This is an optimization exercise on Yosys and OpenROAD, whose aim is small area, a short achievable clock period and few clock cycles per item, not a production implementation. Only simulation tests tie the RTL to the original design; equivalence was not proved.

==> flow/design.v, too long to show whole: its modules and the start of the top module <==
// module mlpbp_ram: 19 lines
// module mlpbp_mul: 13 lines
// module mlp_backprop_train_step: 739 lines
module mlp_backprop_train_step #(
    parameter int INPUT_BITS   = mlpbp_pkg::DEF_INPUT_BITS,
    parameter int HIDDEN_UNITS = mlpbp_pkg::DEF_HIDDEN_UNITS,
    parameter int WEIGHT_BITS  = mlpbp_pkg::DEF_WEIGHT_BITS
) (
    input  wire logic                             aclk,
    input  wire logic                             aresetn,
    input  wire logic                             s_tvalid,
    output logic                                  s_tready,
    input  wire logic [mlpbp_pkg::S_TDATA_W-1:0]  s_tdata,
    input  wire logic [mlpbp_pkg::S_TUSER_W-1:0]  s_tuser,
    output logic                                  m_tvalid,
    input  wire logic                             m_tready,
    output logic [mlpbp_pkg::M_TDATA_W-1:0]       m_tdata
);
  // ...
==> flow/run.sh <==
#!/bin/bash
# synth_recipe.tcl (not shown) runs the flow's synth.tcl, then flattens the netlist and writes it again
# the make line also repeats each setting of config.mk as NAME=value (left out here)
make -C /OpenROAD-flow-scripts/flow DESIGN_CONFIG=/design/flow/config.mk WORK_HOME=/design/flow/orfs CLKGATE_MAP_FILE= SYNTH_SCRIPT=/design/flow/synth_recipe.tcl finish
==> flow/config.mk <==
export PLATFORM = sky130hd
export DESIGN_NAME = mlp_backprop_train_step
export DESIGN_NICKNAME = mlp_backprop_train_step
export VERILOG_FILES = /design/flow/design.v
export SDC_FILE = /design/flow/constraint.sdc
export NUM_CORES = 4
export LEC_CHECK = 0
export CAP_MARGIN = 20
export CORE_MARGIN = 2
export CORE_UTILIZATION = 30
export PLACE_DENSITY = 0.4
export SLEW_MARGIN = 20
==> flow/constraint.sdc <==
create_clock -name core_clock -period 14.0 [get_ports {aclk}]
set_input_delay 2.8000 -clock core_clock [delete_from_list [all_inputs] [get_ports {aclk}]]
set_output_delay 2.8000 -clock core_clock [all_outputs]
set_load 0.01 [all_outputs]
==> flow_metrics.py, run 1 <==
metrics = {
    "outcome": {
        "status": "timing/DRC/antenna clean",
    },
    "logic_synthesis": {
        "syn_area_per_cell_um2": 11.0,
        "synth_compound_area_frac": 0.105,
        "synth-seq-cells": 4426,
        "synth_most_common_cell": "nand2_1",
        "synth_edf_count": 4170,
        "synth_top_family_by_area": "simple AND/OR/NAND/NOR gates",
    },
    "timing": {
        "hold-worst-slack_ns": 0.407,
        "fmax_mhz": 74.6,
        "setup_viol": 0,
    },
    "drt": {
        "first_pass_iters": 7,
        "ant_nets": 0,
    },
    "placed_design": {
        "dp_slack_ns": 0.637,
    },
    "cts": {
        "cts_hold_buf": 0,
    },
    "finish": {
        "syn2layout_area_growth_pct": 14.7,
        "buf_share": 0.0296,
        "clkbuf_count": 692,
        "dominant_cells": "sequential cells",
    },
    "critical_path": {
        "cp_top_family": "compound AO/OA/AOI/OAI gates",
        "crit_top_cell": "fa_1",
        "r2r_cells": 40,
    },
    "job": {
        "drv_cap": 0,
    },
    "hold_path": {
        "hp-class": "flop to flop",
    },
}
Testbench counts, summed over its fixed seeds: cycles 139,498, items 992.
==> module mlpbp_mul, before the edit <==
module mlpbp_mul #(
    parameter int A_W = 36,
    parameter int B_W = 26
) (
    input  wire logic                        aclk,
    input  wire logic signed [A_W-1:0]       a,
    input  wire logic signed [B_W-1:0]       b,
    output logic      signed [A_W+B_W-1:0]   prod_reg
);
    always_ff @(posedge aclk) begin
        prod_reg <= (A_W + B_W)'(a) * (A_W + B_W)'(b);
    end
endmodule
==> run 2: changes to the inputs <==
==> flow/design.v (replaced) <==
`default_nettype none
package mlpbp_pkg;
    localparam int DEF_INPUT_BITS   = 32;
    localparam int DEF_HIDDEN_UNITS = 4;
    localparam int DEF_WEIGHT_BITS  = 24;
    localparam int S_TDATA_W = 72;
    localparam int S_TUSER_W = 2;
    localparam int M_TDATA_W = 64;
    localparam logic [31:0] EXP_STEP = 32'd4034748382;
    typedef enum logic [1:0] {
        KIND_LOAD  = 2'd0,
        KIND_READ  = 2'd1,
        KIND_TRAIN = 2'd2,
        KIND_INFER = 2'd3
    } kind_t;
endpackage
`default_nettype wire
`default_nettype none
module mlpbp_ram #(
    parameter int WIDTH = 24,
    parameter int DEPTH = 148
) (
    input  wire logic                     aclk,
    input  wire logic                     we,
    input  wire logic [$clog2(DEPTH)-1:0] waddr,
    input  wire logic [WIDTH-1:0]         wdata,
    input  wire logic [$clog2(DEPTH)-1:0] raddr,
    output logic      [WIDTH-1:0]         rdata_reg
);
    logic [WIDTH-1:0] mem [DEPTH];
    always_ff @(posedge aclk) begin
        if (we) begin
            mem[waddr] <= wdata;
        end
        rdata_reg <= mem[raddr];
    end
endmodule
`default_nettype wire
`default_nettype none
module mlpbp_mul #(
    parameter int AW = 24,
    parameter int BW = 22,    
    parameter int CW = 1      
) (
    input  wire logic [AW-1:0]    a,
    input  wire logic [BW-1:0]    b,
    input  wire logic [CW-1:0]    c,
    output logic      [AW+BW-1:0] p
);
    localparam int NR = BW / 2;
    localparam int PW = AW + BW;
    function automatic logic [PW-1:0] kconst();
        logic [PW-1:0] k;
        k = '0;
        for (int r = 0; r < NR; r++) begin
            k = k - (PW'(1) << (AW + 2 * r));
        end
        kconst = k;
    endfunction
    logic [NR-1:0][AW:0] rows;
    logic [NR-1:0]       negs;
    always_comb begin
        logic [AW:0] mag;
        logic        b0, b1, b2, s1, s2;
        for (int r = 0; r < NR; r++) begin
            b2 = b[2 * r + 1];
            b1 = b[2 * r];
            b0 = (r == 0) ? 1'b0 : b[2 * r - 1];
            s1 = b1 ^ b0;
            s2 = (b2 & ~b1 & ~b0) | (~b2 & b1 & b0);
            mag = ({(AW + 1){s1}} & {a[AW-1], a}) | ({(AW + 1){s2}} & {a, 1'b0});
            mag = mag ^ {(AW + 1){b2}};
            rows[r] = {~mag[AW], mag[AW-1:0]};
            negs[r] = b2;
        end
    end
    always_comb begin
        logic [PW-1:0] acc;
        acc = kconst() + PW'(c);
        for (int r = 0; r < NR; r++) begin
            acc = acc + (PW'(rows[r]) << (2 * r)) + (PW'(negs[r]) << (2 * r));
        end
        p = acc;
    end
endmodule
`default_nettype wire
`default_nettype none
module mlp_backprop_train_step (
    input  wire logic         aclk,
    input  wire logic         aresetn,
    input  wire logic         s_tvalid,
    output logic              s_tready,
    input  wire logic [71:0]  s_tdata,
    input  wire logic [1:0]   s_tuser,
    output logic              m_tvalid,
    input  wire logic         m_tready,
    output logic [63:0]       m_tdata
);
    localparam logic [3:0] S_IDLE = 4'd0,  S_RD0 = 4'd1,  S_RD1 = 4'd2,  S_L1  = 4'd3,
                           S_ACT1 = 4'd4,  S_F2  = 4'd5,  S_F3  = 4'd6,  S_D3  = 4'd7,
                           S_D2A  = 4'd8,  S_D2B = 4'd9,  S_D1  = 4'd10, S_U0  = 4'd11,
                           S_FIN  = 4'd12;
    function automatic logic [15:0] tab_t(input logic [7:0] k);
        logic [15:0] v;
        case (k)
            8'd0: v = 16'd22;
            8'd1: v = 16'd23;
            8'd2: v = 16'd25;
            8'd3: v = 16'd27;
            8'd4: v = 16'd28;
            8'd5: v = 16'd30;
            8'd6: v = 16'd32;
            8'd7: v = 16'd34;
            8'd8: v = 16'd36;
            8'd9: v = 16'd39;
            8'd10: v = 16'd41;
            8'd11: v = 16'd44;
            8'd12: v = 16'd47;
            8'd13: v = 16'd50;
            8'd14: v = 16'd53;
            8'd15: v = 16'd56;
            8'd16: v = 16'd60;
            8'd17: v = 16'd64;
            8'd18: v = 16'd68;
            8'd19: v = 16'd72;
            8'd20: v = 16'd77;
            8'd21: v = 16'd82;
            8'd22: v = 16'd87;
            8'd23: v = 16'd92;
            8'd24: v = 16'd98;
            8'd25: v = 16'd105;
            8'd26: v = 16'd111;
            8'd27: v = 16'd119;
            8'd28: v = 16'd126;
            8'd29: v = 16'd134;
            8'd30: v = 16'd143;
            8'd31: v = 16'd152;
            8'd32: v = 16'd162;
            8'd33: v = 16'd172;
            8'd34: v = 16'd184;
            8'd35: v = 16'd195;
            8'd36: v = 16'd208;
            8'd37: v = 16'd221;
            8'd38: v = 16'd236;
            8'd39: v = 16'd251;
            8'd40: v = 16'd267;
            8'd41: v = 16'd284;
            8'd42: v = 16'd302;
            8'd43: v = 16'd321;
            8'd44: v = 16'd342;
            8'd45: v = 16'd364;
            8'd46: v = 16'd387;
            8'd47: v = 16'd412;
            8'd48: v = 16'd439;
            8'd49: v = 16'd467;
            8'd50: v = 16'd497;
            8'd51: v = 16'd528;
            8'd52: v = 16'd562;
            8'd53: v = 16'd598;
            8'd54: v = 16'd636;
            8'd55: v = 16'd677;
            8'd56: v = 16'd720;
            8'd57: v = 16'd766;
            8'd58: v = 16'd815;
            8'd59: v = 16'd867;
            8'd60: v = 16'd922;
            8'd61: v = 16'd980;
            8'd62: v = 16'd1042;
            8'd63: v = 16'd1109;
            8'd64: v = 16'd1179;
            8'd65: v = 16'd1253;
            8'd66: v = 16'd1333;
            8'd67: v = 16'd1417;
            8'd68: v = 16'd1506;
            8'd69: v = 16'd1601;
            8'd70: v = 16'd1701;
            8'd71: v = 16'd1808;
            8'd72: v = 16'd1921;
            8'd73: v = 16'd2041;
            8'd74: v = 16'd2168;
            8'd75: v = 16'd2303;
            8'd76: v = 16'd2446;
            8'd77: v = 16'd2598;
            8'd78: v = 16'd2758;
            8'd79: v = 16'd2928;
            8'd80: v = 16'd3108;
            8'd81: v = 16'd3298;
            8'd82: v = 16'd3500;
            8'd83: v = 16'd3713;
            8'd84: v = 16'd3938;
            8'd85: v = 16'd4176;
            8'd86: v = 16'd4427;
            8'd87: v = 16'd4692;
            8'd88: v = 16'd4971;
            8'd89: v = 16'd5266;
            8'd90: v = 16'd5577;
            8'd91: v = 16'd5904;
            8'd92: v = 16'd6249;
            8'd93: v = 16'd6611;
            8'd94: v = 16'd6992;
            8'd95: v = 16'd7392;
            8'd96: v = 16'd7812;
            8'd97: v = 16'd8252;
            8'd98: v = 16'd8714;
            8'd99: v = 16'd9197;
            8'd100: v = 16'd9702;
            8'd101: v = 16'd10230;
            8'd102: v = 16'd10782;
            8'd103: v = 16'd11357;
            8'd104: v = 16'd11955;
            8'd105: v = 16'd12579;
            8'd106: v = 16'd13226;
            8'd107: v = 16'd13898;
            8'd108: v = 16'd14595;
            8'd109: v = 16'd15316;
            8'd110: v = 16'd16062;
            8'd111: v = 16'd16832;
            8'd112: v = 16'd17625;
            8'd113: v = 16'd18442;
            8'd114: v = 16'd19282;
            8'd115: v = 16'd20143;
            8'd116: v = 16'd21025;
            8'd117: v = 16'd21928;
            8'd118: v = 16'd22849;
            8'd119: v = 16'd23788;
            8'd120: v = 16'd24743;
            8'd121: v = 16'd25712;
            8'd122: v = 16'd26695;
            8'd123: v = 16'd27689;
            8'd124: v = 16'd28693;
            8'd125: v = 16'd29705;
            8'd126: v = 16'd30723;
            8'd127: v = 16'd31744;
            8'd128: v = 16'd32768;
            8'd129: v = 16'd33792;
            8'd130: v = 16'd34813;
            8'd131: v = 16'd35831;
            8'd132: v = 16'd36843;
            8'd133: v = 16'd37847;
            8'd134: v = 16'd38841;
            8'd135: v = 16'd39824;
            8'd136: v = 16'd40793;
            8'd137: v = 16'd41748;
            8'd138: v = 16'd42687;
            8'd139: v = 16'd43608;
            8'd140: v = 16'd44511;
            8'd141: v = 16'd45393;
            8'd142: v = 16'd46254;
            8'd143: v = 16'd47094;
            8'd144: v = 16'd47911;
            8'd145: v = 16'd48704;
            8'd146: v = 16'd49474;
            8'd147: v = 16'd50220;
            8'd148: v = 16'd50941;
            8'd149: v = 16'd51638;
            8'd150: v = 16'd52310;
            8'd151: v = 16'd52957;
            8'd152: v = 16'd53581;
            8'd153: v = 16'd54179;
            8'd154: v = 16'd54754;
            8'd155: v = 16'd55306;
            8'd156: v = 16'd55834;
            8'd157: v = 16'd56339;
            8'd158: v = 16'd56822;
            8'd159: v = 16'd57284;
            8'd160: v = 16'd57724;
            8'd161: v = 16'd58144;
            8'd162: v = 16'd58544;
            8'd163: v = 16'd58925;
            8'd164: v = 16'd59287;
            8'd165: v = 16'd59632;
            8'd166: v = 16'd59959;
            8'd167: v = 16'd60270;
            8'd168: v = 16'd60565;
            8'd169: v = 16'd60844;
            8'd170: v = 16'd61109;
            8'd171: v = 16'd61360;
            8'd172: v = 16'd61598;
            8'd173: v = 16'd61823;
            8'd174: v = 16'd62036;
            8'd175: v = 16'd62238;
            8'd176: v = 16'd62428;
            8'd177: v = 16'd62608;
            8'd178: v = 16'd62778;
            8'd179: v = 16'd62938;
            8'd180: v = 16'd63090;
            8'd181: v = 16'd63233;
            8'd182: v = 16'd63368;
            8'd183: v = 16'd63495;
            8'd184: v = 16'd63615;
            8'd185: v = 16'd63728;
            8'd186: v = 16'd63835;
            8'd187: v = 16'd63935;
            8'd188: v = 16'd64030;
            8'd189: v = 16'd64119;
            8'd190: v = 16'd64203;
            8'd191: v = 16'd64283;
            8'd192: v = 16'd64357;
            8'd193: v = 16'd64427;
            8'd194: v = 16'd64494;
            8'd195: v = 16'd64556;
            8'd196: v = 16'd64614;
            8'd197: v = 16'd64669;
            8'd198: v = 16'd64721;
            8'd199: v = 16'd64770;
            8'd200: v = 16'd64816;
            8'd201: v = 16'd64859;
            8'd202: v = 16'd64900;
            8'd203: v = 16'd64938;
            8'd204: v = 16'd64974;
            8'd205: v = 16'd65008;
            8'd206: v = 16'd65039;
            8'd207: v = 16'd65069;
            8'd208: v = 16'd65097;
            8'd209: v = 16'd65124;
            8'd210: v = 16'd65149;
            8'd211: v = 16'd65172;
            8'd212: v = 16'd65194;
            8'd213: v = 16'd65215;
            8'd214: v = 16'd65234;
            8'd215: v = 16'd65252;
            8'd216: v = 16'd65269;
            8'd217: v = 16'd65285;
            8'd218: v = 16'd65300;
            8'd219: v = 16'd65315;
            8'd220: v = 16'd65328;
            8'd221: v = 16'd65341;
            8'd222: v = 16'd65352;
            8'd223: v = 16'd65364;
            8'd224: v = 16'd65374;
            8'd225: v = 16'd65384;
            8'd226: v = 16'd65393;
            8'd227: v = 16'd65402;
            8'd228: v = 16'd65410;
            8'd229: v = 16'd65417;
            8'd230: v = 16'd65425;
            8'd231: v = 16'd65431;
            8'd232: v = 16'd65438;
            8'd233: v = 16'd65444;
            8'd234: v = 16'd65449;
            8'd235: v = 16'd65454;
            8'd236: v = 16'd65459;
            8'd237: v = 16'd65464;
            8'd238: v = 16'd65468;
            8'd239: v = 16'd65472;
            8'd240: v = 16'd65476;
            8'd241: v = 16'd65480;
            8'd242: v = 16'd65483;
            8'd243: v = 16'd65486;
            8'd244: v = 16'd65489;
            8'd245: v = 16'd65492;
            8'd246: v = 16'd65495;
            8'd247: v = 16'd65497;
            8'd248: v = 16'd65500;
            8'd249: v = 16'd65502;
            8'd250: v = 16'd65504;
            8'd251: v = 16'd65506;
            8'd252: v = 16'd65508;
            8'd253: v = 16'd65509;
            8'd254: v = 16'd65511;
            8'd255: v = 16'd65513;
            default: v = 16'd0;
        endcase
        tab_t = v;
    endfunction
    function automatic logic [14:0] tab_s(input logic [7:0] k);
        logic [14:0] v;
        case (k)
            8'd0: v = 15'd21;
            8'd1: v = 15'd22;
            8'd2: v = 15'd24;
            8'd3: v = 15'd26;
            8'd4: v = 15'd27;
            8'd5: v = 15'd29;
            8'd6: v = 15'd31;
            8'd7: v = 15'd33;
            8'd8: v = 15'd35;
            8'd9: v = 15'd38;
            8'd10: v = 15'd40;
            8'd11: v = 15'd43;
            8'd12: v = 15'd46;
            8'd13: v = 15'd49;
            8'd14: v = 15'd52;
            8'd15: v = 15'd55;
            8'd16: v = 15'd59;
            8'd17: v = 15'd63;
            8'd18: v = 15'd67;
            8'd19: v = 15'd71;
            8'd20: v = 15'd76;
            8'd21: v = 15'd81;
            8'd22: v = 15'd86;
            8'd23: v = 15'd91;
            8'd24: v = 15'd97;
            8'd25: v = 15'd104;
            8'd26: v = 15'd110;
            8'd27: v = 15'd118;
            8'd28: v = 15'd125;
            8'd29: v = 15'd133;
            8'd30: v = 15'd142;
            8'd31: v = 15'd151;
            8'd32: v = 15'd161;
            8'd33: v = 15'd171;
            8'd34: v = 15'd183;
            8'd35: v = 15'd194;
            8'd36: v = 15'd207;
            8'd37: v = 15'd220;
            8'd38: v = 15'd235;
            8'd39: v = 15'd250;
            8'd40: v = 15'd265;
            8'd41: v = 15'd282;
            8'd42: v = 15'd300;
            8'd43: v = 15'd319;
            8'd44: v = 15'd340;
            8'd45: v = 15'd361;
            8'd46: v = 15'd384;
            8'd47: v = 15'd409;
            8'd48: v = 15'd436;
            8'd49: v = 15'd463;
            8'd50: v = 15'd493;
            8'd51: v = 15'd523;
            8'd52: v = 15'd557;
            8'd53: v = 15'd592;
            8'd54: v = 15'd629;
            8'd55: v = 15'd670;
            8'd56: v = 15'd712;
            8'd57: v = 15'd757;
            8'd58: v = 15'd804;
            8'd59: v = 15'd855;
            8'd60: v = 15'd909;
            8'd61: v = 15'd965;
            8'd62: v = 15'd1025;
            8'd63: v = 15'd1090;
            8'd64: v = 15'd1157;
            8'd65: v = 15'd1229;
            8'd66: v = 15'd1305;
            8'd67: v = 15'd1386;
            8'd68: v = 15'd1471;
            8'd69: v = 15'd1561;
            8'd70: v = 15'd1656;
            8'd71: v = 15'd1758;
            8'd72: v = 15'd1864;
            8'd73: v = 15'd1977;
            8'd74: v = 15'd2096;
            8'd75: v = 15'd2222;
            8'd76: v = 15'd2354;
            8'd77: v = 15'd2495;
            8'd78: v = 15'd2641;
            8'd79: v = 15'd2797;
            8'd80: v = 15'd2960;
            8'd81: v = 15'd3132;
            8'd82: v = 15'd3313;
            8'd83: v = 15'd3502;
            8'd84: v = 15'd3701;
            8'd85: v = 15'd3909;
            8'd86: v = 15'd4127;
            8'd87: v = 15'd4356;
            8'd88: v = 15'd4593;
            8'd89: v = 15'd4842;
            8'd90: v = 15'd5102;
            8'd91: v = 15'd5372;
            8'd92: v = 15'd5653;
            8'd93: v = 15'd5944;
            8'd94: v = 15'd6246;
            8'd95: v = 15'd6558;
            8'd96: v = 15'd6880;
            8'd97: v = 15'd7212;
            8'd98: v = 15'd7555;
            8'd99: v = 15'd7906;
            8'd100: v = 15'd8265;
            8'd101: v = 15'd8633;
            8'd102: v = 15'd9008;
            8'd103: v = 15'd9388;
            8'd104: v = 15'd9774;
            8'd105: v = 15'd10164;
            8'd106: v = 15'd10556;
            8'd107: v = 15'd10950;
            8'd108: v = 15'd11344;
            8'd109: v = 15'd11736;
            8'd110: v = 15'd12125;
            8'd111: v = 15'd12508;
            8'd112: v = 15'd12885;
            8'd113: v = 15'd13252;
            8'd114: v = 15'd13608;
            8'd115: v = 15'd13951;
            8'd116: v = 15'd14279;
            8'd117: v = 15'd14591;
            8'd118: v = 15'd14882;
            8'd119: v = 15'd15153;
            8'd120: v = 15'd15401;
            8'd121: v = 15'd15624;
            8'd122: v = 15'd15821;
            8'd123: v = 15'd15990;
            8'd124: v = 15'd16130;
            8'd125: v = 15'd16240;
            8'd126: v = 15'd16320;
            8'd127: v = 15'd16368;
            8'd128: v = 15'd16384;
            8'd129: v = 15'd16368;
            8'd130: v = 15'd16320;
            8'd131: v = 15'd16240;
            8'd132: v = 15'd16130;
            8'd133: v = 15'd15990;
            8'd134: v = 15'd15821;
            8'd135: v = 15'd15624;
            8'd136: v = 15'd15401;
            8'd137: v = 15'd15153;
            8'd138: v = 15'd14882;
            8'd139: v = 15'd14591;
            8'd140: v = 15'd14279;
            8'd141: v = 15'd13951;
            8'd142: v = 15'd13608;
            8'd143: v = 15'd13252;
            8'd144: v = 15'd12885;
            8'd145: v = 15'd12508;
            8'd146: v = 15'd12125;
            8'd147: v = 15'd11736;
            8'd148: v = 15'd11344;
            8'd149: v = 15'd10950;
            8'd150: v = 15'd10556;
            8'd151: v = 15'd10164;
            8'd152: v = 15'd9774;
            8'd153: v = 15'd9388;
            8'd154: v = 15'd9008;
            8'd155: v = 15'd8633;
            8'd156: v = 15'd8265;
            8'd157: v = 15'd7906;
            8'd158: v = 15'd7555;
            8'd159: v = 15'd7212;
            8'd160: v = 15'd6880;
            8'd161: v = 15'd6558;
            8'd162: v = 15'd6246;
            8'd163: v = 15'd5944;
            8'd164: v = 15'd5653;
            8'd165: v = 15'd5372;
            8'd166: v = 15'd5102;
            8'd167: v = 15'd4842;
            8'd168: v = 15'd4593;
            8'd169: v = 15'd4356;
            8'd170: v = 15'd4127;
            8'd171: v = 15'd3909;
            8'd172: v = 15'd3701;
            8'd173: v = 15'd3502;
            8'd174: v = 15'd3313;
            8'd175: v = 15'd3132;
            8'd176: v = 15'd2960;
            8'd177: v = 15'd2797;
            8'd178: v = 15'd2641;
            8'd179: v = 15'd2495;
            8'd180: v = 15'd2354;
            8'd181: v = 15'd2222;
            8'd182: v = 15'd2096;
            8'd183: v = 15'd1977;
            8'd184: v = 15'd1864;
            8'd185: v = 15'd1758;
            8'd186: v = 15'd1656;
            8'd187: v = 15'd1561;
            8'd188: v = 15'd1471;
            8'd189: v = 15'd1386;
            8'd190: v = 15'd1305;
            8'd191: v = 15'd1229;
            8'd192: v = 15'd1157;
            8'd193: v = 15'd1090;
            8'd194: v = 15'd1025;
            8'd195: v = 15'd965;
            8'd196: v = 15'd909;
            8'd197: v = 15'd855;
            8'd198: v = 15'd804;
            8'd199: v = 15'd757;
            8'd200: v = 15'd712;
            8'd201: v = 15'd670;
            8'd202: v = 15'd629;
            8'd203: v = 15'd592;
            8'd204: v = 15'd557;
            8'd205: v = 15'd523;
            8'd206: v = 15'd493;
            8'd207: v = 15'd463;
            8'd208: v = 15'd436;
            8'd209: v = 15'd409;
            8'd210: v = 15'd384;
            8'd211: v = 15'd361;
            8'd212: v = 15'd340;
            8'd213: v = 15'd319;
            8'd214: v = 15'd300;
            8'd215: v = 15'd282;
            8'd216: v = 15'd265;
            8'd217: v = 15'd250;
            8'd218: v = 15'd235;
            8'd219: v = 15'd220;
            8'd220: v = 15'd207;
            8'd221: v = 15'd194;
            8'd222: v = 15'd183;
            8'd223: v = 15'd171;
            8'd224: v = 15'd161;
            8'd225: v = 15'd151;
            8'd226: v = 15'd142;
            8'd227: v = 15'd133;
            8'd228: v = 15'd125;
            8'd229: v = 15'd118;
            8'd230: v = 15'd110;
            8'd231: v = 15'd104;
            8'd232: v = 15'd97;
            8'd233: v = 15'd91;
            8'd234: v = 15'd86;
            8'd235: v = 15'd81;
            8'd236: v = 15'd76;
            8'd237: v = 15'd71;
            8'd238: v = 15'd67;
            8'd239: v = 15'd63;
            8'd240: v = 15'd59;
            8'd241: v = 15'd55;
            8'd242: v = 15'd52;
            8'd243: v = 15'd49;
            8'd244: v = 15'd46;
            8'd245: v = 15'd43;
            8'd246: v = 15'd40;
            8'd247: v = 15'd38;
            8'd248: v = 15'd35;
            8'd249: v = 15'd33;
            8'd250: v = 15'd31;
            8'd251: v = 15'd29;
            8'd252: v = 15'd27;
            8'd253: v = 15'd26;
            8'd254: v = 15'd24;
            8'd255: v = 15'd22;
            default: v = 15'd0;
        endcase
        tab_s = v;
    endfunction
    function automatic logic [15:0] tab_d0(input logic [7:0] k);
        logic [15:0] v;
        case (k)
            8'd0: v = 16'd65535;
            8'd1: v = 16'd65535;
            8'd2: v = 16'd65535;
            8'd3: v = 16'd65535;
            8'd4: v = 16'd65535;
            8'd5: v = 16'd65535;
            8'd6: v = 16'd65535;
            8'd7: v = 16'd65535;
            8'd8: v = 16'd65535;
            8'd9: v = 16'd65535;
            8'd10: v = 16'd65535;
            8'd11: v = 16'd65535;
            8'd12: v = 16'd65535;
            8'd13: v = 16'd65535;
            8'd14: v = 16'd65535;
            8'd15: v = 16'd65535;
            8'd16: v = 16'd65535;
            8'd17: v = 16'd65535;
            8'd18: v = 16'd65535;
            8'd19: v = 16'd65535;
            8'd20: v = 16'd65535;
            8'd21: v = 16'd65535;
            8'd22: v = 16'd65535;
            8'd23: v = 16'd65535;
            8'd24: v = 16'd65535;
            8'd25: v = 16'd65535;
            8'd26: v = 16'd65535;
            8'd27: v = 16'd65535;
            8'd28: v = 16'd65535;
            8'd29: v = 16'd65535;
            8'd30: v = 16'd65535;
            8'd31: v = 16'd65535;
            8'd32: v = 16'd65535;
            8'd33: v = 16'd65535;
            8'd34: v = 16'd65535;
            8'd35: v = 16'd65535;
            8'd36: v = 16'd65535;
            8'd37: v = 16'd65535;
            8'd38: v = 16'd65535;
            8'd39: v = 16'd65535;
            8'd40: v = 16'd65534;
            8'd41: v = 16'd65534;
            8'd42: v = 16'd65534;
            8'd43: v = 16'd65534;
            8'd44: v = 16'd65534;
            8'd45: v = 16'd65533;
            8'd46: v = 16'd65533;
            8'd47: v = 16'd65533;
            8'd48: v = 16'd65533;
            8'd49: v = 16'd65532;
            8'd50: v = 16'd65532;
            8'd51: v = 16'd65531;
            8'd52: v = 16'd65531;
            8'd53: v = 16'd65530;
            8'd54: v = 16'd65529;
            8'd55: v = 16'd65529;
            8'd56: v = 16'd65528;
            8'd57: v = 16'd65527;
            8'd58: v = 16'd65526;
            8'd59: v = 16'd65524;
            8'd60: v = 16'd65523;
            8'd61: v = 16'd65521;
            8'd62: v = 16'd65519;
            8'd63: v = 16'd65517;
            8'd64: v = 16'd65515;
            8'd65: v = 16'd65512;
            8'd66: v = 16'd65509;
            8'd67: v = 16'd65506;
            8'd68: v = 16'd65502;
            8'd69: v = 16'd65497;
            8'd70: v = 16'd65493;
            8'd71: v = 16'd65487;
            8'd72: v = 16'd65481;
            8'd73: v = 16'd65474;
            8'd74: v = 16'd65466;
            8'd75: v = 16'd65457;
            8'd76: v = 16'd65448;
            8'd77: v = 16'd65437;
            8'd78: v = 16'd65424;
            8'd79: v = 16'd65411;
            8'd80: v = 16'd65395;
            8'd81: v = 16'd65378;
            8'd82: v = 16'd65359;
            8'd83: v = 16'd65337;
            8'd84: v = 16'd65313;
            8'd85: v = 16'd65286;
            8'd86: v = 16'd65257;
            8'd87: v = 16'd65224;
            8'd88: v = 16'd65187;
            8'd89: v = 16'd65146;
            8'd90: v = 16'd65101;
            8'd91: v = 16'd65052;
            8'd92: v = 16'd64996;
            8'd93: v = 16'd64936;
            8'd94: v = 16'd64869;
            8'd95: v = 16'd64796;
            8'd96: v = 16'd64715;
            8'd97: v = 16'd64627;
            8'd98: v = 16'd64531;
            8'd99: v = 16'd64426;
            8'd100: v = 16'd64312;
            8'd101: v = 16'd64188;
            8'd102: v = 16'd64054;
            8'd103: v = 16'd63909;
            8'd104: v = 16'd63753;
            8'd105: v = 16'd63585;
            8'd106: v = 16'd63405;
            8'd107: v = 16'd63213;
            8'd108: v = 16'd63009;
            8'd109: v = 16'd62793;
            8'd110: v = 16'd62564;
            8'd111: v = 16'd62323;
            8'd112: v = 16'd62070;
            8'd113: v = 16'd61806;
            8'd114: v = 16'd61532;
            8'd115: v = 16'd61248;
            8'd116: v = 16'd60955;
            8'd117: v = 16'd60653;
            8'd118: v = 16'd60347;
            8'd119: v = 16'd60035;
            8'd120: v = 16'd59721;
            8'd121: v = 16'd59406;
            8'd122: v = 16'd59091;
            8'd123: v = 16'd58780;
            8'd124: v = 16'd58473;
            8'd125: v = 16'd58175;
            8'd126: v = 16'd57885;
            8'd127: v = 16'd57607;
            8'd128: v = 16'd57344;
            8'd129: v = 16'd57096;
            8'd130: v = 16'd56866;
            8'd131: v = 16'd56656;
            8'd132: v = 16'd56468;
            8'd133: v = 16'd56301;
            8'd134: v = 16'd56159;
            8'd135: v = 16'd56041;
            8'd136: v = 16'd55949;
            8'd137: v = 16'd55883;
            8'd138: v = 16'd55842;
            8'd139: v = 16'd55827;
            8'd140: v = 16'd55837;
            8'd141: v = 16'd55872;
            8'd142: v = 16'd55931;
            8'd143: v = 16'd56013;
            8'd144: v = 16'd56116;
            8'd145: v = 16'd56240;
            8'd146: v = 16'd56382;
            8'd147: v = 16'd56542;
            8'd148: v = 16'd56718;
            8'd149: v = 16'd56908;
            8'd150: v = 16'd57110;
            8'd151: v = 16'd57322;
            8'd152: v = 16'd57544;
            8'd153: v = 16'd57774;
            8'd154: v = 16'd58009;
            8'd155: v = 16'd58250;
            8'd156: v = 16'd58494;
            8'd157: v = 16'd58739;
            8'd158: v = 16'd58985;
            8'd159: v = 16'd59232;
            8'd160: v = 16'd59476;
            8'd161: v = 16'd59717;
            8'd162: v = 16'd59956;
            8'd163: v = 16'd60191;
            8'd164: v = 16'd60422;
            8'd165: v = 16'd60647;
            8'd166: v = 16'd60868;
            8'd167: v = 16'd61083;
            8'd168: v = 16'd61291;
            8'd169: v = 16'd61491;
            8'd170: v = 16'd61687;
            8'd171: v = 16'd61876;
            8'd172: v = 16'd62057;
            8'd173: v = 16'd62232;
            8'd174: v = 16'd62399;
            8'd175: v = 16'd62561;
            8'd176: v = 16'd62716;
            8'd177: v = 16'd62863;
            8'd178: v = 16'd63006;
            8'd179: v = 16'd63139;
            8'd180: v = 16'd63269;
            8'd181: v = 16'd63392;
            8'd182: v = 16'd63509;
            8'd183: v = 16'd63620;
            8'd184: v = 16'd63726;
            8'd185: v = 16'd63826;
            8'd186: v = 16'd63922;
            8'd187: v = 16'd64013;
            8'd188: v = 16'd64098;
            8'd189: v = 16'd64179;
            8'd190: v = 16'd64257;
            8'd191: v = 16'd64330;
            8'd192: v = 16'd64399;
            8'd193: v = 16'd64464;
            8'd194: v = 16'd64527;
            8'd195: v = 16'd64585;
            8'd196: v = 16'd64639;
            8'd197: v = 16'd64692;
            8'd198: v = 16'd64741;
            8'd199: v = 16'd64787;
            8'd200: v = 16'd64831;
            8'd201: v = 16'd64872;
            8'd202: v = 16'd64913;
            8'd203: v = 16'd64949;
            8'd204: v = 16'd64983;
            8'd205: v = 16'd65017;
            8'd206: v = 16'd65046;
            8'd207: v = 16'd65076;
            8'd208: v = 16'd65102;
            8'd209: v = 16'd65129;
            8'd210: v = 16'd65154;
            8'd211: v = 16'd65177;
            8'd212: v = 16'd65197;
            8'd213: v = 16'd65218;
            8'd214: v = 16'd65237;
            8'd215: v = 16'd65255;
            8'd216: v = 16'd65272;
            8'd217: v = 16'd65286;
            8'd218: v = 16'd65301;
            8'd219: v = 16'd65316;
            8'd220: v = 16'd65329;
            8'd221: v = 16'd65342;
            8'd222: v = 16'd65353;
            8'd223: v = 16'd65365;
            8'd224: v = 16'd65375;
            8'd225: v = 16'd65385;
            8'd226: v = 16'd65394;
            8'd227: v = 16'd65403;
            8'd228: v = 16'd65411;
            8'd229: v = 16'd65418;
            8'd230: v = 16'd65426;
            8'd231: v = 16'd65432;
            8'd232: v = 16'd65439;
            8'd233: v = 16'd65445;
            8'd234: v = 16'd65450;
            8'd235: v = 16'd65455;
            8'd236: v = 16'd65460;
            8'd237: v = 16'd65465;
            8'd238: v = 16'd65469;
            8'd239: v = 16'd65473;
            8'd240: v = 16'd65477;
            8'd241: v = 16'd65481;
            8'd242: v = 16'd65484;
            8'd243: v = 16'd65487;
            8'd244: v = 16'd65490;
            8'd245: v = 16'd65493;
            8'd246: v = 16'd65496;
            8'd247: v = 16'd65498;
            8'd248: v = 16'd65501;
            8'd249: v = 16'd65503;
            8'd250: v = 16'd65505;
            8'd251: v = 16'd65507;
            8'd252: v = 16'd65509;
            8'd253: v = 16'd65510;
            8'd254: v = 16'd65512;
            8'd255: v = 16'd65514;
            default: v = 16'd0;
        endcase
        tab_d0 = v;
    endfunction
    function automatic logic [15:0] tab_d1(input logic [7:0] k);
        logic [15:0] v;
        case (k)
            8'd0: v = 16'd20;
            8'd1: v = 16'd21;
            8'd2: v = 16'd23;
            8'd3: v = 16'd25;
            8'd4: v = 16'd26;
            8'd5: v = 16'd28;
            8'd6: v = 16'd30;
            8'd7: v = 16'd32;
            8'd8: v = 16'd34;
            8'd9: v = 16'd37;
            8'd10: v = 16'd39;
            8'd11: v = 16'd42;
            8'd12: v = 16'd45;
            8'd13: v = 16'd48;
            8'd14: v = 16'd51;
            8'd15: v = 16'd54;
            8'd16: v = 16'd58;
            8'd17: v = 16'd62;
            8'd18: v = 16'd66;
            8'd19: v = 16'd70;
            8'd20: v = 16'd75;
            8'd21: v = 16'd80;
            8'd22: v = 16'd85;
            8'd23: v = 16'd90;
            8'd24: v = 16'd96;
            8'd25: v = 16'd103;
            8'd26: v = 16'd109;
            8'd27: v = 16'd117;
            8'd28: v = 16'd124;
            8'd29: v = 16'd132;
            8'd30: v = 16'd141;
            8'd31: v = 16'd150;
            8'd32: v = 16'd160;
            8'd33: v = 16'd170;
            8'd34: v = 16'd182;
            8'd35: v = 16'd193;
            8'd36: v = 16'd206;
            8'd37: v = 16'd219;
            8'd38: v = 16'd234;
            8'd39: v = 16'd249;
            8'd40: v = 16'd263;
            8'd41: v = 16'd280;
            8'd42: v = 16'd298;
            8'd43: v = 16'd317;
            8'd44: v = 16'd338;
            8'd45: v = 16'd358;
            8'd46: v = 16'd381;
            8'd47: v = 16'd406;
            8'd48: v = 16'd433;
            8'd49: v = 16'd459;
            8'd50: v = 16'd489;
            8'd51: v = 16'd518;
            8'd52: v = 16'd552;
            8'd53: v = 16'd586;
            8'd54: v = 16'd622;
            8'd55: v = 16'd663;
            8'd56: v = 16'd704;
            8'd57: v = 16'd748;
            8'd58: v = 16'd794;
            8'd59: v = 16'd843;
            8'd60: v = 16'd896;
            8'd61: v = 16'd950;
            8'd62: v = 16'd1008;
            8'd63: v = 16'd1071;
            8'd64: v = 16'd1136;
            8'd65: v = 16'd1205;
            8'd66: v = 16'd1278;
            8'd67: v = 16'd1356;
            8'd68: v = 16'd1437;
            8'd69: v = 16'd1522;
            8'd70: v = 16'd1613;
            8'd71: v = 16'd1709;
            8'd72: v = 16'd1809;
            8'd73: v = 16'd1915;
            8'd74: v = 16'd2026;
            8'd75: v = 16'd2143;
            8'd76: v = 16'd2266;
            8'd77: v = 16'd2396;
            8'd78: v = 16'd2529;
            8'd79: v = 16'd2672;
            8'd80: v = 16'd2819;
            8'd81: v = 16'd2974;
            8'd82: v = 16'd3136;
            8'd83: v = 16'd3303;
            8'd84: v = 16'd3478;
            8'd85: v = 16'd3659;
            8'd86: v = 16'd3848;
            8'd87: v = 16'd4044;
            8'd88: v = 16'd4244;
            8'd89: v = 16'd4452;
            8'd90: v = 16'd4667;
            8'd91: v = 16'd4888;
            8'd92: v = 16'd5113;
            8'd93: v = 16'd5344;
            8'd94: v = 16'd5579;
            8'd95: v = 16'd5818;
            8'd96: v = 16'd6059;
            8'd97: v = 16'd6303;
            8'd98: v = 16'd6550;
            8'd99: v = 16'd6796;
            8'd100: v = 16'd7041;
            8'd101: v = 16'd7285;
            8'd102: v = 16'd7526;
            8'd103: v = 16'd7761;
            8'd104: v = 16'd7991;
            8'd105: v = 16'd8213;
            8'd106: v = 16'd8425;
            8'd107: v = 16'd8627;
            8'd108: v = 16'd8817;
            8'd109: v = 16'd8993;
            8'd110: v = 16'd9153;
            8'd111: v = 16'd9295;
            8'd112: v = 16'd9419;
            8'd113: v = 16'd9522;
            8'd114: v = 16'd9604;
            8'd115: v = 16'd9663;
            8'd116: v = 16'd9698;
            8'd117: v = 16'd9708;
            8'd118: v = 16'd9693;
            8'd119: v = 16'd9652;
            8'd120: v = 16'd9586;
            8'd121: v = 16'd9494;
            8'd122: v = 16'd9376;
            8'd123: v = 16'd9234;
            8'd124: v = 16'd9067;
            8'd125: v = 16'd8879;
            8'd126: v = 16'd8669;
            8'd127: v = 16'd8439;
            8'd128: v = 16'd8192;
            8'd129: v = 16'd7928;
            8'd130: v = 16'd7650;
            8'd131: v = 16'd7360;
            8'd132: v = 16'd7062;
            8'd133: v = 16'd6755;
            8'd134: v = 16'd6444;
            8'd135: v = 16'd6129;
            8'd136: v = 16'd5814;
            8'd137: v = 16'd5500;
            8'd138: v = 16'd5188;
            8'd139: v = 16'd4882;
            8'd140: v = 16'd4580;
            8'd141: v = 16'd4287;
            8'd142: v = 16'd4003;
            8'd143: v = 16'd3729;
            8'd144: v = 16'd3465;
            8'd145: v = 16'd3212;
            8'd146: v = 16'd2971;
            8'd147: v = 16'd2742;
            8'd148: v = 16'd2526;
            8'd149: v = 16'd2322;
            8'd150: v = 16'd2130;
            8'd151: v = 16'd1950;
            8'd152: v = 16'd1782;
            8'd153: v = 16'd1626;
            8'd154: v = 16'd1481;
            8'd155: v = 16'd1347;
            8'd156: v = 16'd1223;
            8'd157: v = 16'd1109;
            8'd158: v = 16'd1004;
            8'd159: v = 16'd908;
            8'd160: v = 16'd820;
            8'd161: v = 16'd739;
            8'd162: v = 16'd666;
            8'd163: v = 16'd599;
            8'd164: v = 16'd539;
            8'd165: v = 16'd483;
            8'd166: v = 16'd434;
            8'd167: v = 16'd389;
            8'd168: v = 16'd348;
            8'd169: v = 16'd311;
            8'd170: v = 16'd278;
            8'd171: v = 16'd249;
            8'd172: v = 16'd222;
            8'd173: v = 16'd198;
            8'd174: v = 16'd176;
            8'd175: v = 16'd157;
            8'd176: v = 16'd140;
            8'd177: v = 16'd124;
            8'd178: v = 16'd111;
            8'd179: v = 16'd98;
            8'd180: v = 16'd87;
            8'd181: v = 16'd78;
            8'd182: v = 16'd69;
            8'd183: v = 16'd61;
            8'd184: v = 16'd54;
            8'd185: v = 16'd48;
            8'd186: v = 16'd42;
            8'd187: v = 16'd38;
            8'd188: v = 16'd33;
            8'd189: v = 16'd29;
            8'd190: v = 16'd26;
            8'd191: v = 16'd23;
            8'd192: v = 16'd20;
            8'd193: v = 16'd18;
            8'd194: v = 16'd16;
            8'd195: v = 16'd14;
            8'd196: v = 16'd12;
            8'd197: v = 16'd11;
            8'd198: v = 16'd9;
            8'd199: v = 16'd8;
            8'd200: v = 16'd7;
            8'd201: v = 16'd6;
            8'd202: v = 16'd6;
            8'd203: v = 16'd5;
            8'd204: v = 16'd4;
            8'd205: v = 16'd4;
            8'd206: v = 16'd3;
            8'd207: v = 16'd3;
            8'd208: v = 16'd2;
            8'd209: v = 16'd2;
            8'd210: v = 16'd2;
            8'd211: v = 16'd2;
            8'd212: v = 16'd1;
            8'd213: v = 16'd1;
            8'd214: v = 16'd1;
            8'd215: v = 16'd1;
            8'd216: v = 16'd1;
            8'd217: v = 16'd0;
            8'd218: v = 16'd0;
            8'd219: v = 16'd0;
            8'd220: v = 16'd0;
            8'd221: v = 16'd0;
            8'd222: v = 16'd0;
            8'd223: v = 16'd0;
            8'd224: v = 16'd0;
            8'd225: v = 16'd0;
            8'd226: v = 16'd0;
            8'd227: v = 16'd0;
            8'd228: v = 16'd0;
            8'd229: v = 16'd0;
            8'd230: v = 16'd0;
            8'd231: v = 16'd0;
            8'd232: v = 16'd0;
            8'd233: v = 16'd0;
            8'd234: v = 16'd0;
            8'd235: v = 16'd0;
            8'd236: v = 16'd0;
            8'd237: v = 16'd0;
            8'd238: v = 16'd0;
            8'd239: v = 16'd0;
            8'd240: v = 16'd0;
            8'd241: v = 16'd0;
            8'd242: v = 16'd0;
            8'd243: v = 16'd0;
            8'd244: v = 16'd0;
            8'd245: v = 16'd0;
            8'd246: v = 16'd0;
            8'd247: v = 16'd0;
            8'd248: v = 16'd0;
            8'd249: v = 16'd0;
            8'd250: v = 16'd0;
            8'd251: v = 16'd0;
            8'd252: v = 16'd0;
            8'd253: v = 16'd0;
            8'd254: v = 16'd0;
            8'd255: v = 16'd0;
            default: v = 16'd0;
        endcase
        tab_d1 = v;
    endfunction
    function automatic logic [7:0] clampk(input logic signed [19:0] k);
        logic [7:0] r;
        if (k[19:7] != {13{k[19]}}) begin
            r = {8{~k[19]}};
        end else begin
            r = {~k[7], k[6:0]};
        end
        clampk = r;
    endfunction
    function automatic logic [23:0] sat29(input logic signed [28:0] v);
        logic [23:0] r;
        if (v[28:23] != {6{v[28]}}) begin
            r = {v[28], {23{~v[28]}}};
        end else begin
            r = v[23:0];
        end
        sat29 = r;
    endfunction
    function automatic logic last4(input logic [31:0] m);
        logic r;
        r = 1'b1;
        for (int g = 0; g < 8; g++) begin
            if ((m[4*g +: 4] & (m[4*g +: 4] - 4'd1)) != 4'd0) r = 1'b0;
        end
        last4 = r;
    endfunction
    function automatic logic last8(input logic [31:0] m);
        logic r;
        r = 1'b1;
        for (int g = 0; g < 4; g++) begin
            if ((m[8*g +: 8] & (m[8*g +: 8] - 8'd1)) != 8'd0) r = 1'b0;
        end
        last8 = r;
    endfunction
    logic [3:0]   state;
    logic [3:0]   cnt;
    logic [3:0]   state_n;
    logic [3:0]   cnt_n;
    logic         s_tready_r;
    logic [1:0]   zc;           
    logic         m_tvalid_r;
    logic [57:0]  m_data_r;
    logic [31:0]  req_x;
    logic         req_t;
    logic         req_train;
    logic [7:0]   req_idx;
    logic [23:0]  req_val;
    logic         r_load;       
    logic [31:0][3:0][23:0] w0;
    logic [3:0][3:0][23:0]  w1;
    logic [3:0][23:0]       w2;
    logic [31:0]            rem;      
    logic [3:0][28:0]       acc1;
    logic [3:0][15:0]       l1;
    logic [3:0][14:0]       sl1;
    logic [3:0][7:0]        k1;
    logic [3:0][7:0]        k2;
    logic [3:0][15:0]       l2;
    logic [3:0][14:0]       sl2;
    logic [15:0]            pr;
    logic [17:0]            err;
    logic [23:0]            wout;
    logic [15:0]            d3;
    logic [3:0][20:0]       d2;
    logic [3:0][27:0]       d1;
    logic [29:0]            sreg;
    logic [45:0]            pd;
    logic [3:0][44:0]       pm;
    logic [7:0][3:0]        sel;      
    logic [7:0][3:0][23:0]  port;     
    logic [3:0][3:0][23:0]  port8;    
    always_comb begin
        for (int g = 0; g < 8; g++) begin
            sel[g] = 4'd0;
        end
        if (state == S_RD0) begin
            for (int g = 0; g < 8; g++) begin
                sel[g] = (!req_idx[7] && req_idx[6:4] == 3'(g)) ? (4'd1 << req_idx[3:2]) : 4'd0;
            end
        end else if (state == S_L1) begin
            for (int g = 0; g < 8; g++) begin
                sel[g] = rem[4*g +: 4] & (~rem[4*g +: 4] + 4'd1);
            end
        end else if (state == S_U0) begin
            for (int g = 0; g < 4; g++) begin
                {sel[2*g+1], sel[2*g]} = rem[8*g +: 8] & (~rem[8*g +: 8] + 8'd1);
            end
        end
        for (int g = 0; g < 8; g++) begin
            for (int j = 0; j < 4; j++) begin
                port[g][j] = ({24{sel[g][0]}} & w0[4*g+0][j]) | ({24{sel[g][1]}} & w0[4*g+1][j])
                           | ({24{sel[g][2]}} & w0[4*g+2][j]) | ({24{sel[g][3]}} & w0[4*g+3][j]);
            end
        end
        for (int g = 0; g < 4; g++) begin
            for (int j = 0; j < 4; j++) begin
                port8[g][j] = port[2*g][j] | port[2*g+1][j];
            end
        end
    end
    logic [3:0][28:0] l1sum;
    always_comb begin
        for (int j = 0; j < 4; j++) begin
            l1sum[j] = $signed(acc1[j])
                + 29'($signed(port[0][j])) + 29'($signed(port[1][j]))
                + 29'($signed(port[2][j])) + 29'($signed(port[3][j]))
                + 29'($signed(port[4][j])) + 29'($signed(port[5][j]))
                + 29'($signed(port[6][j])) + 29'($signed(port[7][j]));
        end
    end
    logic [3:0][3:0][23:0] upd0;
    always_comb begin
        for (int g = 0; g < 4; g++) begin
            for (int j = 0; j < 4; j++) begin
                upd0[g][j] = sat29(29'($signed(port8[g][j])) + 29'($signed(d1[j])));
            end
        end
    end
    logic [1:0]       w1_ri;
    logic [3:0][23:0] w1row;
    always_comb begin
        if (state == S_RD0 || state == S_RD1) begin
            w1_ri = req_idx[3:2];
        end else if (state == S_D1 && cnt < 4'd4) begin
            w1_ri = cnt[1:0];
        end else begin
            w1_ri = 2'(cnt - 4'd6);
        end
        w1row = w1[w1_ri];
    end
    logic [3:0][23:0] ma;
    logic [3:0][21:0] mb;
    logic [3:0][45:0] mp;
    logic [3:0][15:0] l1_nx, l2_nx;
    logic [3:0][14:0] sl2_nx;
    logic [3:0][20:0] d2_nx;
    logic [15:0]      d3_nx;
    always_comb begin
        l1_nx = (state == S_ACT1) ? tv : l1;
        l2_nx = l2;
        if (state == S_F2 && cnt != 4'd0) begin
            l2_nx[2'(cnt - 4'd1)] = tv[0];
        end
        sl2_nx = sl2;
        if ((state == S_F2 && cnt == 4'd4) || state == S_F3 || state == S_D2A) begin
            sl2_nx[(state == S_F2) ? 2'd0 : (state == S_D2A) ? 2'd3 : (cnt == 4'd0) ? 2'd1 : 2'd2] = sv;
        end
        d3_nx = (state == S_F3 && cnt == 4'd1) ? (req_t ? tab_d1(kidx[0]) : tab_d0(kidx[0])) : d3;
        d2_nx = d2;
        if (state == S_D1 && cnt == 4'd0) begin
            for (int j = 0; j < 4; j++) d2_nx[j] = pm[j][36:16];
        end
    end
    logic [3:0][23:0] opa, opa_n;
    logic [3:0][21:0] opb, opb_n;
    logic             abyp, bbyp;
    logic [1:0] nx_i;
    always_comb begin
        nx_i = (state == S_ACT1 || state == S_D2B) ? 2'd0 : 2'(cnt + 4'd1);
        for (int j = 0; j < 4; j++) begin
            opa_n[j] = 24'd0;
            opb_n[j] = 22'd0;
            if (state == S_ACT1 || (state == S_F2 && cnt < 4'd3)) begin
                opa_n[j] = w1[j][nx_i];
                opb_n[j] = {6'd0, l1_nx[j]};
            end else if (state == S_F2 && cnt == 4'd4) begin
                opa_n[j] = w2[j];
                opb_n[j] = {6'd0, l2_nx[j]};
            end else if (state == S_F3) begin
                opa_n[j] = w2[j];
                opb_n[j] = 22'($signed(d3_nx));
            end else if (state == S_D2A) begin
                opb_n[j] = {7'd0, sl2_nx[j]};
            end else if (state == S_D2B || (state == S_D1 && cnt < 4'd3)) begin
                opa_n[j] = w1[nx_i][j];
                opb_n[j] = 22'($signed(d2_nx[j]));
            end else if (state == S_D1 && cnt == 4'd3) begin
                opa_n[j] = 24'($signed(d3));
                opb_n[j] = {6'd0, l2[j]};
            end else begin
                opa_n[j] = 24'($signed(d2[j]));
                opb_n[j] = {6'd0, l1[2'(cnt - 4'd4)]};
            end
        end
    end
    always_ff @(posedge aclk) begin
        opa  <= opa_n;
        opb  <= opb_n;
        abyp <= (state == S_D2A);
        bbyp <= (state == S_D2B);
    end
    always_comb begin
        for (int j = 0; j < 4; j++) begin
            ma[j] = abyp ? pm[j][39:16] : opa[j];
            mb[j] = bbyp ? 22'($signed(pm[j][36:16])) : opb[j];
        end
    end
    mlpbp_mul #(.AW(24), .BW(22), .CW(1))  u_mul0 (.a(ma[0]), .b(mb[0]), .c(1'b0), .p(mp[0]));
    mlpbp_mul #(.AW(24), .BW(22), .CW(1))  u_mul1 (.a(ma[1]), .b(mb[1]), .c(1'b0), .p(mp[1]));
    mlpbp_mul #(.AW(24), .BW(22), .CW(1))  u_mul2 (.a(ma[2]), .b(mb[2]), .c(1'b0), .p(mp[2]));
    mlpbp_mul #(.AW(24), .BW(22), .CW(1))  u_mul3 (.a(ma[3]), .b(mb[3]), .c(1'b0), .p(mp[3]));
    always_ff @(posedge aclk) begin
        for (int j = 0; j < 4; j++) begin
            pm[j] <= mp[j][44:0];
        end
    end
    logic [46:0] psum;
    always_comb begin
        psum = 47'($signed(pm[0])) + 47'($signed(pm[1])) + 47'($signed(pm[2])) + 47'($signed(pm[3]));
    end
    logic [14:0] sl1op;      
    logic [45:0] dp;
    mlpbp_mul #(.AW(30), .BW(16), .CW(1)) u_mul4 (.a(sreg), .b({1'b0, sl1op}), .c(1'b0), .p(dp));
    always_ff @(posedge aclk) begin
        sreg  <= psum[45:16];
        pd    <= dp;
        sl1op <= sl1[2'(cnt - 4'd1)];
    end
    logic [3:0][7:0]  kidx;
    logic [3:0][15:0] tv;
    logic [7:0]       ks;
    logic [14:0]      sv;
    always_comb begin
        for (int j = 0; j < 4; j++) begin
            if (state == S_ACT1 || j != 0) begin
                kidx[j] = clampk(20'($signed(acc1[j]) >>> 12));
            end else begin
                kidx[j] = clampk(20'($signed(psum) >>> 28));
            end
            tv[j] = tab_t(kidx[j]);
        end
        case (state)
            S_F2:    ks = (cnt == 4'd4) ? k2[0] : k1[cnt[1:0]];
            S_F3:    ks = (cnt == 4'd0) ? k2[1] : k2[2];
            default: ks = k2[3];
        endcase
        sv = tab_s(ks);
    end
    logic hs, hs_load, take, ofree;
    logic last_now, last_next, place_ok, core_to_out, zero_push, m_tvalid_n;
    logic [3:0]  start_state;
    logic [1:0]  zc_n;
    logic [31:0] rem_n;
    logic [57:0] res_now, res_sel;
    logic [23:0] rd_val;
    assign s_tready = s_tready_r;
    assign m_tvalid = m_tvalid_r;
    assign m_tdata  = {6'd0, m_data_r};
    assign hs      = s_tvalid && s_tready_r;
    assign hs_load = hs && (s_tuser == 2'd0);
    assign take    = m_tvalid_r && m_tready;
    assign ofree   = !m_tvalid_r || take;
    always_comb begin
        case (s_tuser)
            2'd1:    start_state = S_RD0;
            2'd2,
            2'd3:    start_state = S_L1;
            default: start_state = S_IDLE;
        endcase
    end
    always_comb begin
        if (!req_idx[7]) begin
            rd_val = acc1[req_idx[1:0]][23:0];
        end else if (req_idx[6:4] == 3'd0) begin
            rd_val = w1row[req_idx[1:0]];
        end else if (req_idx[6:2] == 5'd4) begin
            rd_val = w2[req_idx[1:0]];
        end else begin
            rd_val = 24'd0;
        end
    end
    always_comb begin
        last_now = (state == S_RD1)
                || (state == S_F3 && cnt == 4'd1 && !req_train)
                || (state == S_U0 && last8(rem) && cnt >= 4'd9);
        if (state == S_RD1) begin
            res_now = {rd_val, 18'd0, 16'd0};
        end else if (state == S_F3) begin
            res_now = {24'd0, 18'd0, tv[0]};
        end else begin
            res_now = {wout, err, pr};
        end
        res_sel = (state == S_FIN) ? {wout, err, pr} : res_now;
        place_ok    = (zc == 2'd0);
        core_to_out = (last_now || state == S_FIN) && place_ok && ofree;
        zero_push   = ofree && !core_to_out && ((zc != 2'd0) || hs_load);
        zc_n        = zc + {1'b0, hs_load} - {1'b0, zero_push};
        m_tvalid_n  = core_to_out || zero_push || (m_tvalid_r && !take);
        state_n = state;
        case (state)
            S_IDLE: if (hs) state_n = start_state;
            S_RD0:  state_n = S_RD1;
            S_L1:   if (last4(rem)) state_n = S_ACT1;
            S_ACT1: state_n = S_F2;
            S_F2:   if (cnt == 4'd4) state_n = S_F3;
            S_F3:   if (cnt == 4'd1) state_n = S_D2A;
            S_D2A:  state_n = S_D2B;
            S_D2B:  state_n = S_D1;
            S_D1:   if (cnt == 4'd6) state_n = S_U0;
            S_U0:   state_n = S_U0;
            S_FIN:  if (core_to_out) state_n = S_IDLE;
            default: state_n = S_IDLE;
        endcase
        if (last_now) begin
            if (core_to_out) begin
                state_n = hs ? start_state : S_IDLE;
            end else begin
                state_n = S_FIN;
            end
        end
        cnt_n = (state_n != state && !(state == S_D1 && state_n == S_U0)) ? 4'd0 : cnt + 4'd1;
        if (s_tready_r) begin
            rem_n = s_tdata[31:0];
        end else if (state == S_D1 && cnt == 4'd6) begin
            rem_n = req_x;
        end else if (state == S_L1 || state == S_U0) begin
            rem_n = rem & ~sel;
        end else begin
            rem_n = rem;
        end
        last_next = (state_n == S_RD1)
                 || (state_n == S_F3 && cnt_n == 4'd1 && !req_train)
                 || (state_n == S_U0 && last8(rem_n) && cnt_n >= 4'd9);
    end
    always_ff @(posedge aclk) begin
        if (!aresetn) begin
            state      <= S_IDLE;
            cnt        <= 4'd0;
            s_tready_r <= 1'b1;
            zc         <= 2'd0;
            m_tvalid_r <= 1'b0;
            r_load     <= 1'b0;
        end else begin
            state      <= state_n;
            cnt        <= cnt_n;
            s_tready_r <= ((state_n == S_IDLE) && (zc_n < 2'd2))
                       || (last_next && (zc_n == 2'd0) && !m_tvalid_n);
            zc         <= zc_n;
            r_load     <= hs_load;
            if (core_to_out || zero_push) begin
                m_tvalid_r <= 1'b1;
            end else if (take) begin
                m_tvalid_r <= 1'b0;
            end
        end
    end
    always_ff @(posedge aclk) begin
        if (core_to_out) begin
            m_data_r <= res_sel;
        end else if (zero_push) begin
            m_data_r <= 58'd0;
        end
        if (s_tready_r) begin
            req_x     <= s_tdata[31:0];
            req_t     <= s_tdata[32];
            req_idx   <= s_tdata[40:33];
            req_val   <= s_tdata[64:41];
            req_train <= (s_tuser == 2'd2);
        end
        rem <= rem_n;
        for (int j = 0; j < 4; j++) begin
            if (s_tready_r) begin
                acc1[j] <= 29'd0;
            end else if (state == S_L1 || state == S_RD0) begin
                acc1[j] <= l1sum[j];
            end
        end
        if (state == S_ACT1) begin
            l1 <= tv;
            k1 <= kidx;
        end
        if (state == S_F2 && cnt != 4'd0) begin
            l2[2'(cnt - 4'd1)] <= tv[0];
            k2[2'(cnt - 4'd1)] <= kidx[0];
        end
        if ((state == S_F2 && cnt == 4'd4) || state == S_F3 || state == S_D2A) begin
            sl2[(state == S_F2) ? 2'd0 : (state == S_D2A) ? 2'd3 : (cnt == 4'd0) ? 2'd1 : 2'd2] <= sv;
        end
        if (state == S_F3 && cnt == 4'd1) begin
            d3 <= req_t ? tab_d1(kidx[0]) : tab_d0(kidx[0]);
        end
        if (state == S_D1 && cnt == 4'd0) begin
            for (int j = 0; j < 4; j++) d2[j] <= pm[j][36:16];
        end
        if (state == S_F2 && cnt != 4'd4) begin
            sl1[cnt[1:0]] <= sv;
        end
        if (state == S_RD1) begin
            pr   <= 16'd0;
            err  <= 18'd0;
            wout <= rd_val;
        end else if (state == S_F3 && cnt == 4'd1) begin
            pr   <= tv[0];
            err  <= 18'd0;
            wout <= 24'd0;
        end else if (state == S_D2A) begin
            err  <= {~req_t, ~req_t, ~pr} + 18'd1;
        end
        if (state == S_D1 && cnt >= 4'd3) begin
            d1[2'(cnt - 4'd3)] <= pd[43:16];
        end
    end
    logic                  ld_we, u1_wr, u2_wr;
    logic [3:0][3:0][23:0] wd0;
    logic [3:0][23:0]      wd1;
    logic [3:0][23:0]      wd2;
    logic [3:0][23:0]      usat;
    assign ld_we = r_load && (req_idx < 8'd148);
    assign u2_wr = (state == S_D1 && cnt == 4'd5);
    assign u1_wr = ((state == S_D1 || state == S_U0) && cnt >= 4'd6 && cnt <= 4'd9);
    always_comb begin
        for (int g = 0; g < 4; g++) begin
            for (int j = 0; j < 4; j++) begin
                wd0[g][j] = !aresetn ? 24'd0 : (state == S_U0) ? upd0[g][j] : req_val;
            end
        end
        for (int j = 0; j < 4; j++) begin
            usat[j] = sat29(29'($signed(u2_wr ? w2[j] : w1row[j])) + 29'($signed(pm[j][40:16])));
            wd1[j] = !aresetn ? 24'd0 : u1_wr ? usat[j] : req_val;
            wd2[j] = !aresetn ? 24'd0 : u2_wr ? usat[j] : req_val;
        end
    end
    always_ff @(posedge aclk) begin
        for (int r = 0; r < 32; r++) begin
            for (int j = 0; j < 4; j++) begin
                if (!aresetn || (ld_we && req_idx == 8'(4 * r + j))
                    || (state == S_U0 && sel[r / 4][r % 4])) begin
                    w0[r][j] <= wd0[r / 8][j];
                end
            end
        end
        for (int i = 0; i < 4; i++) begin
            for (int j = 0; j < 4; j++) begin
                if (!aresetn || (ld_we && req_idx == 8'(128 + 4 * i + j))
                    || (u1_wr && w1_ri == 2'(i))) begin
                    w1[i][j] <= wd1[j];
                end
            end
        end
        for (int j = 0; j < 4; j++) begin
            if (!aresetn || (ld_we && req_idx == 8'(144 + j)) || u2_wr) begin
                w2[j] <= wd2[j];
            end
        end
    end
endmodule
`default_nettype wire
--- a/flow/config.mk
+++ b/flow/config.mk
@@ -4,9 +4,10 @@
 export VERILOG_FILES = /design/flow/design.v
 export SDC_FILE = /design/flow/constraint.sdc
 export NUM_CORES = 4
 export LEC_CHECK = 0
 export CAP_MARGIN = 20
 export CORE_MARGIN = 2
 export CORE_UTILIZATION = 30
 export PLACE_DENSITY = 0.4
+export SETUP_SLACK_MARGIN = 5
 export SLEW_MARGIN = 20
==> run 2 against run 1 <==
Area after synthesis up 51%. Clock-buffer cell count up 67. First-iteration DRC count rose to 2.9 times the previous value. Utilization up 0.82 points. Die area up 51%. Setup slack better by 4.2 ns. Largest cell class is now multi-input gates. Global-route usage up 10 points. Synthesized cell count up 69%. Via count up 89%. Hold slack better by 0.045 ns.
==> flow_metrics.py, run 2 <==
metrics = {
    "cts": {
        "clkSinkCount": 4838,
        "cts_hold_buf": 0,
        "cts.clk_slew.worst_paths_ns": 0.06,
        "cts_tree": "built",
        "clk_latency_ns": 1.17,
        "root_buffer": "clkbuf_16",
        "cts_buffers": 612,
        "h-tree-depth": 6,
        "clockBufferDepth": 5,
    },
    "logic_synthesis": {
        "netlist_area_mm2": 0.353,
        "synthCells": 35900,
        "synth-seq-cells": 4838,
        "synthArstFlopShare": 0,
        "synth_common_cells": "edfxtp_1 (3,951), nand2_1 (3,461), a21oi_1 (3,282)",
        "yosysSeqAreaShare": 0.386,
        "synth.distinct_cells": 120,
        "syn_area_per_cell_um2": 9.83,
        "yosysTopAreaCell": "edfxtp_1",
        "yosysWarnings": 3,
        "synth_edf_count": 3951,
        "synth_most_common_cell": "edfxtp_1",
        "yosys-top-cells-area": "edfxtp_1 (34%), fa_1 (10%), ha_1 (5.5%)",
        "synth_flop_cell": "edfxtp_1",
        "synth_top_area_share": 0.336,
    },
    "drt": {
        "first_pass_iters": 13,
        "drc": 0,
        "drt_wl_total_mm": 2070,
        "wl_per_cell_um": 39.3,
        "drtIter0Drc": 46400,
        "viasPerCell": 6.16,
        "ant_nets": 0,
        "vias": 324000,
    },
    "hold_path": {
        "hp-class": "flop to flop",
        "hold_depth": 2,
        "whs_endpoint": "err[8]",
        "hold_start": "err[8]",
    },
    "global_routing": {
        "grt-ovfl-total": 0,
        "grt_pass1_wl_mm": 2730,
        "grt_max_degree": 119,
        "grt_usage": 0.333,
        "antenna_found_initial": 275,
        "grt_pass1_vias": 301000,
    },
    "timing": {
        "slew_headroom": 0.0559,
        "timing.final.crit_share": 0.656,
        "hold-worst-slack_ns": 0.451,
        "fin_skew_ns": 0.0972,
        "setup_viol": 0,
        "slew_violations": 0,
        "fin_setup_tns_ns": 0,
        "min_period_ns": 9.19,
        "hold_violations": 0,
        "fmax_mhz": 109,
        "grt_setup_unrepaired": "true",
        "worst_pin_slew_ns": 1.41,
    },
    "critical_path": {
        "crit_type": "flop to flop",
        "r2r_end": "opb[67]",
        "timing.rr.start": "pm[61]",
        "crit_path_end_kind": "flop",
        "critPathLaunchType": "flop",
        "rrSetupSlack_ns": 4.81,
        "r2r_cells": 30,
        "slowest_delay_ns": 1.06,
        "critical_path.max_fanout": 16,
        "arrival_ns": 10.20,
        "cp.required_ns": 15.02,
        "crit_slowest_cell": "a311oi_1",
        "crit_top_cell": "buf_4",
    },
    "finish": {
        "syn2layout_area_growth_pct": 17.4,
        "layout_commonest_cell": "edfxtp_1",
        "nNetsFinal": 39200,
        "n_fill_cell": 118000,
        "layout_common_cells": "edfxtp_1 (3,951), nand2_1 (3,366), a21oi_1 (3,045)",
        "final_util": 0.353,
        "regArea_mm2": 0.137,
        "drive_above_1_share": 0.148,
        "largest_reg_flops": 3072,
        "top_register": "w0",
        "final_area_mm2": 0.415,
        "multi_input_area_mm2": 0.207,
    },
    "die": {
        "initial_core_util": 0.301,
        "io_pins": 144,
        "die_y_mm": 1.09,
        "num_rows": 398,
        "dieArea_mm2": 1.19,
        "core_area_mm2": 1.17,
        "die_w_mm": 1.09,
    },
    "outcome": {
        "status": "timing/DRC/antenna clean",
    },
    "placed_design": {
        "hpwl_mm": 1460,
        "port-buffer-count": 130,
        "place.gp.congestion": 1.00,
        "place_area_mm2": 0.380,
    },
    "job": {
        "drv_cap": 0,
    },
}
run 2: changes by cell type after synthesis, sizes merged, moves of 730 or more:
cell and delta:
a21oi +2646, o22ai +1087, a311oi -730, nand2 -1402
fa +836, inv +1100, ha +1084, clkbuf +1373
o21ai +2291, nor2 +819
run 2: stage by stage:
step	cells	setup slack (ns)
after detailed placement	50300	2.09
after CTS	51700	4.76
after global placement	50200	2.02
after floorplan	35900	5.01
final	52500	4.81
after global routing	52400	4.73
run 2: layer usage:
metal  wire, um  part of all wire  GRT usage  vias to the layer above
li1           -                 -          -                   135000
met1     811000              0.39      0.428                   166000
met2     899000              0.44      0.507                    19300
met3     187000             0.091     0.0675                     3951
met4     168000             0.081      0.219                       90
met5        970           0.00047          0                        -
run 2: worst max-delay path by stage:
stage               end  slack, ns  startpoint
5_1_grt        acc1[57]       4.73  req_idx[3]
3_3_place_gp   acc1[57]       2.02    state[2]
2_1_floorplan   pm[133]       5.01        bbyp
6_report        opb[67]       4.81      pm[61]
4_1_cts        acc1[57]       4.76  req_idx[5]
3_5_place_dp   acc1[57]       2.09    state[2]
run 2: critical path, delay by kind of cell, from the launching register on:
kind	cells	cell delay, ns
flops	1	0.53
compound gates	12	3.20
mux	1	0.22
buf+inv	9	1.98
fa+ha+maj	3	1.43
simple gates	5	1.61
run 2: kinds of logic after synthesis:
group | after synthesis | share of synthesized area
adder cells (fa/ha/maj) | 3487 | 0.160
multiplexers | 1063 | 0.0482
buffers and inverters | 5412 | 0.0582
AND/OR/NAND/NOR | 8031 | 0.101
flip-flops | 4838 | 0.386
XOR/XNOR | 777 | 0.0193
other | 1 | 0.0000106
AO/OA/AOI/OAI | 12300 | 0.227
run 2: final cells by class:
cell class	instances	share of cell area
multi-input cells	25700	0.499
repair inverters	1	0.0000121
inverters	2464	0.0226
repair buffers	2153	0.0491
clock buffers	759	0.0394
flip-flops and latches	4838	0.329
well taps	15600	0.0471
diodes	685	0.00413
clock inverters	346	0.00910
run 2: timing repair:
item | in CTS | in global routing
gates resized for setup | 872 | 753
setup buffers | 256 | 165
pin swaps | 103 | 177
endpoints found under the setup margin | 3855 | 2838
gates cloned | 49 | 31
Testbench counts of run 2, summed over its fixed seeds: cycles 7,891, items 992.

==> separate check: timing with driven ports <==
In the flow no input, the clock included, has a driving cell. The finished layouts below were timed again as built, in two steps. Step 1 (the two cells are an assumption about what drives the block):
set clk [get_ports {aclk}]
set_driving_cell -lib_cell sky130_fd_sc_hd__clkbuf_16 $clk
set_driving_cell -lib_cell sky130_fd_sc_hd__buf_2 [delete_from_list [all_inputs] $clk]
Step 2, shift: input delay + t, output delay - t, t = (earliest + latest rising clock arrival at the registers) / 2. This alone moves slack from input paths to output paths. Three values: ideal ports, drivers, drivers and shift; two values: the first two.
run | t, ns | slack for setup (ns) | latest minus earliest clock arrival (ns) | worst slew at a driven data input, ns
run 1 | 1.187 | 0.593 / 0.593 / 0.593 | 0.096 / 0.096 | 0.15
run 2 | 1.302 | 4.812 / 4.812 / 4.812 | 0.116 / 0.116 | 0.59
After both steps setup and hold are still met in every run listed.
